Source: an optimization exercise on an open RTL-to-GDS flow (aim: small area). Production flows keep margins and buffers that such runs may drop. Function not checked in this run: the RTL went through the layout flow alone. Power figures rest on the tool's default switching activity, not on a simulated workload.

==> flow/design.v <==
package dct_pkg;
    typedef logic signed [15:0] coef_t;
    typedef logic signed [15:0] sample_t;
    localparam int PROD_SHIFT = 8;   
    function automatic coef_t dct_coef(input logic [2:0] k, input logic [2:0] j);
        case ({k, j})
            6'o00: dct_coef = 16'sd1448;
            6'o01: dct_coef = 16'sd2008;
            6'o02: dct_coef = 16'sd1892;
            6'o03: dct_coef = 16'sd1702;
            6'o04: dct_coef = 16'sd1448;
            6'o05: dct_coef = 16'sd1137;
            6'o06: dct_coef = 16'sd783;
            6'o07: dct_coef = 16'sd399;
            6'o10: dct_coef = 16'sd1448;
            6'o11: dct_coef = 16'sd1702;
            6'o12: dct_coef = 16'sd783;
            6'o13: dct_coef = -16'sd399;
            6'o14: dct_coef = -16'sd1448;
            6'o15: dct_coef = -16'sd2008;
            6'o16: dct_coef = -16'sd1892;
            6'o17: dct_coef = -16'sd1137;
            6'o20: dct_coef = 16'sd1448;
            6'o21: dct_coef = 16'sd1137;
            6'o22: dct_coef = -16'sd783;
            6'o23: dct_coef = -16'sd2008;
            6'o24: dct_coef = -16'sd1448;
            6'o25: dct_coef = 16'sd399;
            6'o26: dct_coef = 16'sd1892;
            6'o27: dct_coef = 16'sd1702;
            6'o30: dct_coef = 16'sd1448;
            6'o31: dct_coef = 16'sd399;
            6'o32: dct_coef = -16'sd1892;
            6'o33: dct_coef = -16'sd1137;
            6'o34: dct_coef = 16'sd1448;
            6'o35: dct_coef = 16'sd1702;
            6'o36: dct_coef = -16'sd783;
            6'o37: dct_coef = -16'sd2008;
            6'o40: dct_coef = 16'sd1448;
            6'o41: dct_coef = -16'sd399;
            6'o42: dct_coef = -16'sd1892;
            6'o43: dct_coef = 16'sd1137;
            6'o44: dct_coef = 16'sd1448;
            6'o45: dct_coef = -16'sd1702;
            6'o46: dct_coef = -16'sd783;
            6'o47: dct_coef = 16'sd2008;
            6'o50: dct_coef = 16'sd1448;
            6'o51: dct_coef = -16'sd1137;
            6'o52: dct_coef = -16'sd783;
            6'o53: dct_coef = 16'sd2008;
            6'o54: dct_coef = -16'sd1448;
            6'o55: dct_coef = -16'sd399;
            6'o56: dct_coef = 16'sd1892;
            6'o57: dct_coef = -16'sd1702;
            6'o60: dct_coef = 16'sd1448;
            6'o61: dct_coef = -16'sd1702;
            6'o62: dct_coef = 16'sd783;
            6'o63: dct_coef = 16'sd399;
            6'o64: dct_coef = -16'sd1448;
            6'o65: dct_coef = 16'sd2008;
            6'o66: dct_coef = -16'sd1892;
            6'o67: dct_coef = 16'sd1137;
            6'o70: dct_coef = 16'sd1448;
            6'o71: dct_coef = -16'sd2008;
            6'o72: dct_coef = 16'sd1892;
            6'o73: dct_coef = -16'sd1702;
            6'o74: dct_coef = 16'sd1448;
            6'o75: dct_coef = -16'sd1137;
            6'o76: dct_coef = 16'sd783;
            6'o77: dct_coef = -16'sd399;
            default: dct_coef = '0;
        endcase
    endfunction
    function automatic logic [3:0] csd_mag(input logic [2:0] k, input logic [2:0] j);
        case ({k, j})
            6'o00: csd_mag = 4'h4;
            6'o01: csd_mag = 4'h1;
            6'o02: csd_mag = 4'h2;
            6'o03: csd_mag = 4'h3;
            6'o04: csd_mag = 4'h4;
            6'o05: csd_mag = 4'h5;
            6'o06: csd_mag = 4'h6;
            6'o07: csd_mag = 4'h7;
            6'o10: csd_mag = 4'h4;
            6'o11: csd_mag = 4'h3;
            6'o12: csd_mag = 4'h6;
            6'o13: csd_mag = 4'hf;
            6'o14: csd_mag = 4'hc;
            6'o15: csd_mag = 4'h9;
            6'o16: csd_mag = 4'ha;
            6'o17: csd_mag = 4'hd;
            6'o20: csd_mag = 4'h4;
            6'o21: csd_mag = 4'h5;
            6'o22: csd_mag = 4'he;
            6'o23: csd_mag = 4'h9;
            6'o24: csd_mag = 4'hc;
            6'o25: csd_mag = 4'h7;
            6'o26: csd_mag = 4'h2;
            6'o27: csd_mag = 4'h3;
            6'o30: csd_mag = 4'h4;
            6'o31: csd_mag = 4'h7;
            6'o32: csd_mag = 4'ha;
            6'o33: csd_mag = 4'hd;
            6'o34: csd_mag = 4'h4;
            6'o35: csd_mag = 4'h3;
            6'o36: csd_mag = 4'he;
            6'o37: csd_mag = 4'h9;
            6'o40: csd_mag = 4'h4;
            6'o41: csd_mag = 4'hf;
            6'o42: csd_mag = 4'ha;
            6'o43: csd_mag = 4'h5;
            6'o44: csd_mag = 4'h4;
            6'o45: csd_mag = 4'hb;
            6'o46: csd_mag = 4'he;
            6'o47: csd_mag = 4'h1;
            6'o50: csd_mag = 4'h4;
            6'o51: csd_mag = 4'hd;
            6'o52: csd_mag = 4'he;
            6'o53: csd_mag = 4'h1;
            6'o54: csd_mag = 4'hc;
            6'o55: csd_mag = 4'hf;
            6'o56: csd_mag = 4'h2;
            6'o57: csd_mag = 4'hb;
            6'o60: csd_mag = 4'h4;
            6'o61: csd_mag = 4'hb;
            6'o62: csd_mag = 4'h6;
            6'o63: csd_mag = 4'h7;
            6'o64: csd_mag = 4'hc;
            6'o65: csd_mag = 4'h1;
            6'o66: csd_mag = 4'ha;
            6'o67: csd_mag = 4'h5;
            6'o70: csd_mag = 4'h4;
            6'o71: csd_mag = 4'h9;
            6'o72: csd_mag = 4'h2;
            6'o73: csd_mag = 4'hb;
            6'o74: csd_mag = 4'h4;
            6'o75: csd_mag = 4'hd;
            6'o76: csd_mag = 4'h6;
            6'o77: csd_mag = 4'hf;
            default: csd_mag = 4'h0;
        endcase
    endfunction
    function automatic logic [6:0] csd_step(input logic [2:0] m, input logic [2:0] t);
        case ({m, t})
            6'o10: csd_step = 7'h13;
            6'o11: csd_step = 7'h55;
            6'o12: csd_step = 7'h6b;
            6'o20: csd_step = 7'h02;
            6'o21: csd_step = 7'h15;
            6'o22: csd_step = 7'h57;
            6'o23: csd_step = 7'h6b;
            6'o30: csd_step = 7'h11;
            6'o31: csd_step = 7'h03;
            6'o32: csd_step = 7'h05;
            6'o33: csd_step = 7'h07;
            6'o34: csd_step = 7'h59;
            6'o35: csd_step = 7'h6b;
            6'o40: csd_step = 7'h03;
            6'o41: csd_step = 7'h05;
            6'o42: csd_step = 7'h17;
            6'o43: csd_step = 7'h59;
            6'o44: csd_step = 7'h6b;
            6'o50: csd_step = 7'h00;
            6'o51: csd_step = 7'h14;
            6'o52: csd_step = 7'h47;
            6'o53: csd_step = 7'h6a;
            6'o60: csd_step = 7'h10;
            6'o61: csd_step = 7'h04;
            6'o62: csd_step = 7'h58;
            6'o63: csd_step = 7'h6a;
            6'o70: csd_step = 7'h10;
            6'o71: csd_step = 7'h04;
            6'o72: csd_step = 7'h57;
            6'o73: csd_step = 7'h69;
            default: csd_step = 7'h00;
        endcase
    endfunction
endpackage
package sram_map_pkg;
    typedef logic [17:0] sram_addr_t;
    typedef logic [15:0] sram_data_t;
    localparam int BLOCK_DIM = 8;
    localparam int BLOCK_SIZE = 64;
    localparam int SRAM_READ_LATENCY = 2;    
    typedef logic [6:0] buf_addr_t;   
    function automatic sram_addr_t pixel_addr(input logic [31:0] width,
                                              input sram_addr_t prow,
                                              input sram_addr_t pcol);
        sram_addr_t addr;
        addr = pcol;
        for (int b = 0; b < 18; b++) begin
            if (width[b])
                addr = addr + (prow << b);
        end
        pixel_addr = addr;
    endfunction
endpackage
`timescale 1ns/1ps
module idct_stage1_top #(
    parameter int BLOCK_COLS = 40,
    parameter int BLOCK_ROWS = 30,
    parameter int RESULT_BASE = 76800
) (
    input  logic       CLOCK,
    input  logic       Resetn,
    input  logic       start,
    input  sram_map_pkg::sram_data_t sram_read_data,
    output sram_map_pkg::sram_addr_t sram_address,
    output sram_map_pkg::sram_data_t sram_write_data,
    output logic       sram_we_n,
    output logic       busy,
    output logic       done
);
    localparam int NSEG = BLOCK_COLS * BLOCK_ROWS * sram_map_pkg::BLOCK_DIM;   
    localparam int RES_SEG = RESULT_BASE / sram_map_pkg::BLOCK_DIM;
    localparam int SPLIT = 9;    
    logic        run;        
    logic [13:0] seg;        
    logic [2:0]  j;          
    logic [2:0]  k;          
    logic [2:0]  t;          
    logic        tail;       
    logic [29:0] acc;        
    logic        cr;         
    logic [6:0]  step;
    logic [3:0]  mag;
    logic [3:0]  e;
    logic        neg, last, adv;
    logic        clr, wcyc, lastout, start_go;
    logic [2:0]  ka;
    assign mag  = dct_pkg::csd_mag(k, j);
    assign step = dct_pkg::csd_step(mag[2:0], t);
    assign e    = step[3:0];
    assign neg  = step[4] ^ mag[3];
    assign last = step[5];
    assign adv  = step[6] & !tail;
    assign clr     = tail && t == 3'd2;    
    assign wcyc    = tail && t == 3'd0;
    assign lastout = seg == 14'(NSEG - 1) && j == 3'd7;
    assign done      = run && wcyc && lastout;
    assign busy      = run && !(wcyc && lastout);
    assign sram_we_n = !(run && wcyc);
    assign start_go  = start && !busy;
    assign ka = k + 3'(adv);
    assign sram_address = wcyc ? {15'(seg) + 15'(RES_SEG), j} : {1'b0, seg, ka};
    logic        ovf;
    assign ovf = !(&acc[29:23] || !(|acc[29:23]));
    assign sram_write_data = ovf ? {acc[29], {15{!acc[29]}}} : acc[23:8];
    logic [15:0] sx;
    logic [29:0] addend;
    logic [29:0] sum;
    assign sx     = sram_read_data ^ {16{neg}};
    assign addend = ({{14{sx[15]}}, sx} << e) | ({30{neg}} & ~({30{1'b1}} << e));
    logic [30:0] cy;
    logic [29:0] hs;
    assign cy[0]     = neg;
    assign cy[SPLIT] = cr;
    for (genvar i = 0; i < 30; i++) begin : g_add
        assign hs[i]  = acc[i] ^ addend[i];
        assign sum[i] = hs[i] ^ cy[i];
        if (i != SPLIT - 1)
            assign cy[i+1] = (acc[i] & addend[i]) | (cy[i] & hs[i]);
    end
    always_ff @(posedge CLOCK) begin
        acc <= {sum[29:8] & {22{!clr}}, sum[7:0] & {8{!(last || clr)}}};
        cr  <= ((acc[SPLIT-1] & addend[SPLIT-1]) | (cy[SPLIT-1] & hs[SPLIT-1])) && !clr;
    end
    always_ff @(posedge CLOCK or negedge Resetn) begin
        if (!Resetn) begin
            run <= 1'b0;
        end else if (start_go) begin
            run <= 1'b1;
        end else if (wcyc && lastout) begin
            run <= 1'b0;
        end
    end
    always_ff @(posedge CLOCK) begin
        if (start_go) begin
            seg  <= '0;
            j    <= '0;
            k    <= 3'd1;
            t    <= 3'd1;
            tail <= 1'b1;
        end else if (!tail) begin
            if (last) begin
                t <= '0;
                k <= k + 3'd1;
                if (k == 3'd0)
                    tail <= 1'b1;
            end else begin
                t <= t + 3'd1;
            end
        end else begin
            if (t == 3'd2) begin
                t <= '0;
                tail <= 1'b0;
            end else begin
                t <= t + 3'd1;
            end
            if (t == 3'd0) begin
                j <= j + 3'd1;
                if (j == 3'd7)
                    seg <= seg + 14'd1;
            end
        end
    end
endmodule
==> flow/flow/run.sh <==
#!/bin/bash
# Layout flow: the standard flow (standard.sh), with two changes:
# - Yosys's technology mapping step runs ABC with flow/abc_map.script
#   (area-oriented mapping, no delay-driven buffering or upsizing) instead of
#   ORFS's abc_speed.script;
# - every input and output port still gets its own buffer, but a
#   sky130_fd_sc_hd__buf_1 (buffer_ports -buffer_cell).
# Everything else, including the synthesis script synth_recipe.tcl, the
# registers it makes, floorplan, power grid, placement, CTS and routing, is the
# standard flow's.
set -euo pipefail
cd "$(dirname "$0")/.."
W=$PWD
rm -rf "$W/scripts_mod"
cp -r "$FLOW_HOME/scripts" "$W/scripts_mod"
cp "$W/flow/abc_map.script" "$W/scripts_mod/abc_speed.script"
# standard.sh with ORFS's scripts folder pointed at the copy
sed "s|^make -C |make SCRIPTS_DIR=$W/scripts_mod BUFFER_PORTS_ARGS='-buffer_cell sky130_fd_sc_hd__buf_1' -C |" standard.sh > standard_mod.sh
grep -q "SCRIPTS_DIR=" standard_mod.sh
bash standard_mod.sh finish > "$W/flow_make.log" 2>&1
test -s "$W/out/final.def"
==> flow/flow/abc_map.script <==
strash
dc2
&get -n
&dch -f
&nf -R 1000 -p
&put
==> flow/standard.sh <==
#!/bin/bash
# synth_recipe.tcl (not shown) runs the flow's synth.tcl, then flattens the netlist and writes it again
# the make line also repeats each setting of config.mk as NAME=value (left out here)
make -C /OpenROAD-flow-scripts/flow DESIGN_CONFIG=/design/flow/config.mk WORK_HOME=/design/flow/orfs CLKGATE_MAP_FILE= SYNTH_SCRIPT=/design/flow/synth_recipe.tcl "${@:-finish}"
==> flow/config.mk <==
export PLATFORM = sky130hd
export DESIGN_NAME = idct_stage1_top
export DESIGN_NICKNAME = idct_stage1_top
export VERILOG_FILES = /design/flow/design.v
export SDC_FILE = /design/flow/constraint.sdc
export NUM_CORES = 4
export LEC_CHECK = 0
export CAP_MARGIN = 5
export CORE_MARGIN = 2
export CORE_UTILIZATION = 40
export CTS_BUF_LIST = sky130_fd_sc_hd__clkbuf_8
export SLEW_MARGIN = 5
==> flow/constraint.sdc <==
create_clock -name core_clock -period 12.0 [get_ports {CLOCK}]
set_input_delay 2.4000 -clock core_clock [delete_from_list [all_inputs] [get_ports {CLOCK}]]
set_output_delay 2.4000 -clock core_clock [all_outputs]
set_load 0.01 [all_outputs]
==> flow_metrics.tcl <==
set metrics [dict create \
    max_stage_delay_ns 0.42 \
    p_leak_nw 2.18 \
    synthMostInstantiatedCell "nand2_1" \
    synth_compound_area_share_pct 18.5 \
    r2r_start "j[0]$_SDFFE_PP0P_" \
    htreeDepth 2 \
    arrival_ns 11.67 \
    fin_crit_ns 11.41 \
    max_freq_ghz 0.0877 \
    ir_drop_mv 0.117 \
    netlist_area_mm2 0.00463 \
    crit_type "reg2reg" \
    path_common_cell "fa_1" \
    synthMuxAreaShare_pct 6.73 \
    gp_congestion 0.915 \
    cts_tree "done" \
    postRouteWirelength_mm 11.8 \
    slew_headroom_pct 22.8 \
    cts-root-buf "clkbuf_8" \
    yosys.cell_types.count 45 \
    ys_seq_area_share_pct 24.3 \
    cp_num_buf_inv 4 \
    min_period_over_period_pct 95.1 \
    rsz0062_at_grt "no" \
    p_per_area_mw_per_mm2 114 \
    io_pins 56 \
    finalSetupViolations 0 \
    drc 0 \
    holdPathEnd "j[1]$_SDFFE_PP0P_" \
    grt_max_degree 33 \
    grt_pass1_vias 4170 \
    dieWidth_um 112 \
    synth-edff-count 0 \
    maxSlewViolCount 0 \
    postCtsHoldBufs 0 \
    path_delay_family "adder cells" \
    grt_use_total_pct 18.9 \
    synth-simple-area-share_pct 22.8 \
    drt_iter0_drc 211 \
    clockBufferDepth 2 \
    setup_tns_ns 0 \
    ys_warn_count 1 \
    slowest_stage "fa_1" \
    final_nets 721 \
    cp_max_fo 28 \
    synth_nets 650 \
    ant_nets 0 \
    outcome "complete, no violations" \
    grt_pass1_wl_mm 19.8 \
    worst_setup_path_end_kind "flip-flop" \
    die_y_um 112 \
    grt_overflow 0 \
    num_rows 39 \
    tightest_slew_ns 1.16 \
    cts_sinks 56 \
    wl_per_cell_um 14.9 \
    path_clk_slew_ns 0.11 \
    start_kind "flip-flop" \
    antenna_found_initial 0 \
    drive_gt1_share_pct 5.67 \
    synth_top_family_by_area "simple AND/OR/NAND/NOR gates" \
    antenna_cells 0 \
    syn2layout_area_growth_pct 14.4 \
    avgSynthCellArea_um2 7.98 \
    cp.required_ns 12.26 \
    drv_cap 0 \
    synth_ff_type "dfxtp_1" \
    drt_pass1_iterations 5 \
    insertion_delay_ns 0.33 \
    core_mm2 0.0114 \
    dp_cells 779 \
    viasPerCell 5.47 \
    syn_inst 580 \
    synthTopCellsByCount "nand2_1 (84), o21ai_0 (64), dfxtp_1 (55)" \
    dp_hpwl_mm 8.82 \
    worstReg2RegEnd "acc[29]$_DFF_P_" \
    synth_xor_area_share_pct 5.68 \
    rrSetupSlack_ns 0.59 \
    synth_top_area_share_pct 23.8 \
    async_flop_share_pct 1.79 \
    start_util_pct 40.7 \
    ys_ff_latch 56 \
    io_buffers 55 \
    cts_buffers 5 \
    synth_fa_ha_area_share_pct 18.5 \
    hp-start "j[1]$_SDFFE_PP0P_" \
    hold_viol_final 0 \
    min_path_cells 2 \
    synth_top_area_cell "dfxtp_1" \
    hp-class "reg2reg" \
    finClkSkew_ns 0.00907 \
    finalNonFillerCells 795 \
    yosys-top-cells-area "dfxtp_1 (24%), fa_1 (13%), o21ai_0 (6.9%)" \
    vias 4350 \
    dieArea_mm2 0.0124 \
    worstRegToRegCells 41 \
]
[worst min-delay path, delay by kind of cell, from the launching register on]
family,cells,cell delay (ns)
compound gates,1,0.05
simple gates,1,0.07
flops,1,0.37
[timing repair]
action | CTS | global route
resized for setup | 0 | 9
buffers inserted | 0 | 6
endpoints found under the setup margin | 0 | 3
[per-layer routing]
layer / global-route usage (%) / vias to the layer above / share of wire, %
li1: - / 2169 / -
met1: 25.7 / 2060 / 46
met2: 30.8 / 97 / 47
met3: 2.45 / 24 / 4.1
met4: 7.41 / 0 / 2.9
met5: 0 / - / 0
[flip-flops by register name (all words and copies together), names as in the netlist]
name  cells
acc      30
seg      14
j         3
k         3
t         3
cr        1
run       1
tail      1
[how the worst max path moves through the flow]
stage                                 start  slack, ns  cells past startpoint              end
after floorplan           j[0]$_SDFFE_PP0P_       0.04                     38  acc[29]$_DFF_P_
after global placement    j[0]$_SDFFE_PP0P_       0.51                     40  acc[29]$_DFF_P_
after detailed placement  j[1]$_SDFFE_PP0P_       0.25                     39  acc[29]$_DFF_P_
after CTS                 j[1]$_SDFFE_PP0P_       0.20                     39  acc[29]$_DFF_P_
after global routing      j[0]$_SDFFE_PP0P_       0.04                     41  acc[29]$_DFF_P_
final                     j[0]$_SDFFE_PP0P_       0.59                     41  acc[29]$_DFF_P_
[area by class of cell]
| type | count | area, µm² |
|---|---|---|
| repair buffers | 70 | 319 |
| clock buffers | 5 | 68.8 |
| inverters | 28 | 106 |
| clock inverters | 3 | 22.5 |
| well taps | 143 | 179 |
| multi-input cells | 490 | 3470 |
| flip-flops and latches | 56 | 1130 |
| fillers | 1116 | 6080 |
[report_power, final]
group	internal (mW)	switching, mW
combinational	0.100	0.119
clock	0.0421	0.0692
sequential	0.233	0.0417
total	0.376	0.230
[per-stage QoR]
stage | setup slack (ns) | utilization (%) | hold WS [ns] | instance area, µm² | total power [mW]
5_1_grt | 0.0425 | 46.6 | 0.549 | 5290 | 0.658
2_1_floorplan | 0.0402 | - | 0.479 | 4650 | 0.417
3_5_place_dp | 0.246 | 44.5 | 0.525 | 5060 | 0.494
3_3_place_gp | 0.508 | 44.5 | 0.507 | 5060 | 0.493
6_report | 0.593 | 46.6 | 0.522 | 5290 | 0.605
4_1_cts | 0.204 | 45.3 | 0.549 | 5150 | 0.612
[cells in the final DEF, fill, tap and decap left out, types with 6 or more instances in the layout]
cell	instances
o21ai_0	61
buf_1	55
dfxtp_1	54
nor2b_1	8
nor3_1	12
a31oi_1	6
ha_1	21
xor2_1	6
nand3_1	10
nand2_1	84
buf_4	15
xnor2_1	20
and3_1	13
nor2_1	53
and2_0	28
mux2i_1	30
a21oi_1	49
clkinv_1	27
fa_1	29
[cell families after synthesis]
logic type               count (synthesis)
multiplexers                            31
AO/OA/AOI/OAI                          150
adder cells (fa/ha/maj)                 51
buffers and inverters                   36
flip-flops                              56
AND/OR/NAND/NOR                        226
XOR/XNOR                                30

-- what the ideal ports hide --
How much do the figures lean on ideal ports? The routed layout below was timed once more, with nothing changed but the port constraints. Step 1, drivers: a clkbuf_16 drives CLOCK and a buf_2 each remaining input, both assumed. Step 2, shift: input delay + t, output delay - t, t = (earliest + latest rising clock arrival at the registers) / 2. This alone moves slack from input paths to output paths. Three values: ideal ports, drivers, drivers and shift; two values: the first two.
shift t [ns]: 0.351
slack for setup (ns): 0.593 / 0.593 / 0.593
clock arrival spread, ns: 0.009 / 0.009
After both steps this run still meets setup and hold. The setup slack of this run moves by 0.000 ns with the drivers and by 0.000 ns with both steps.
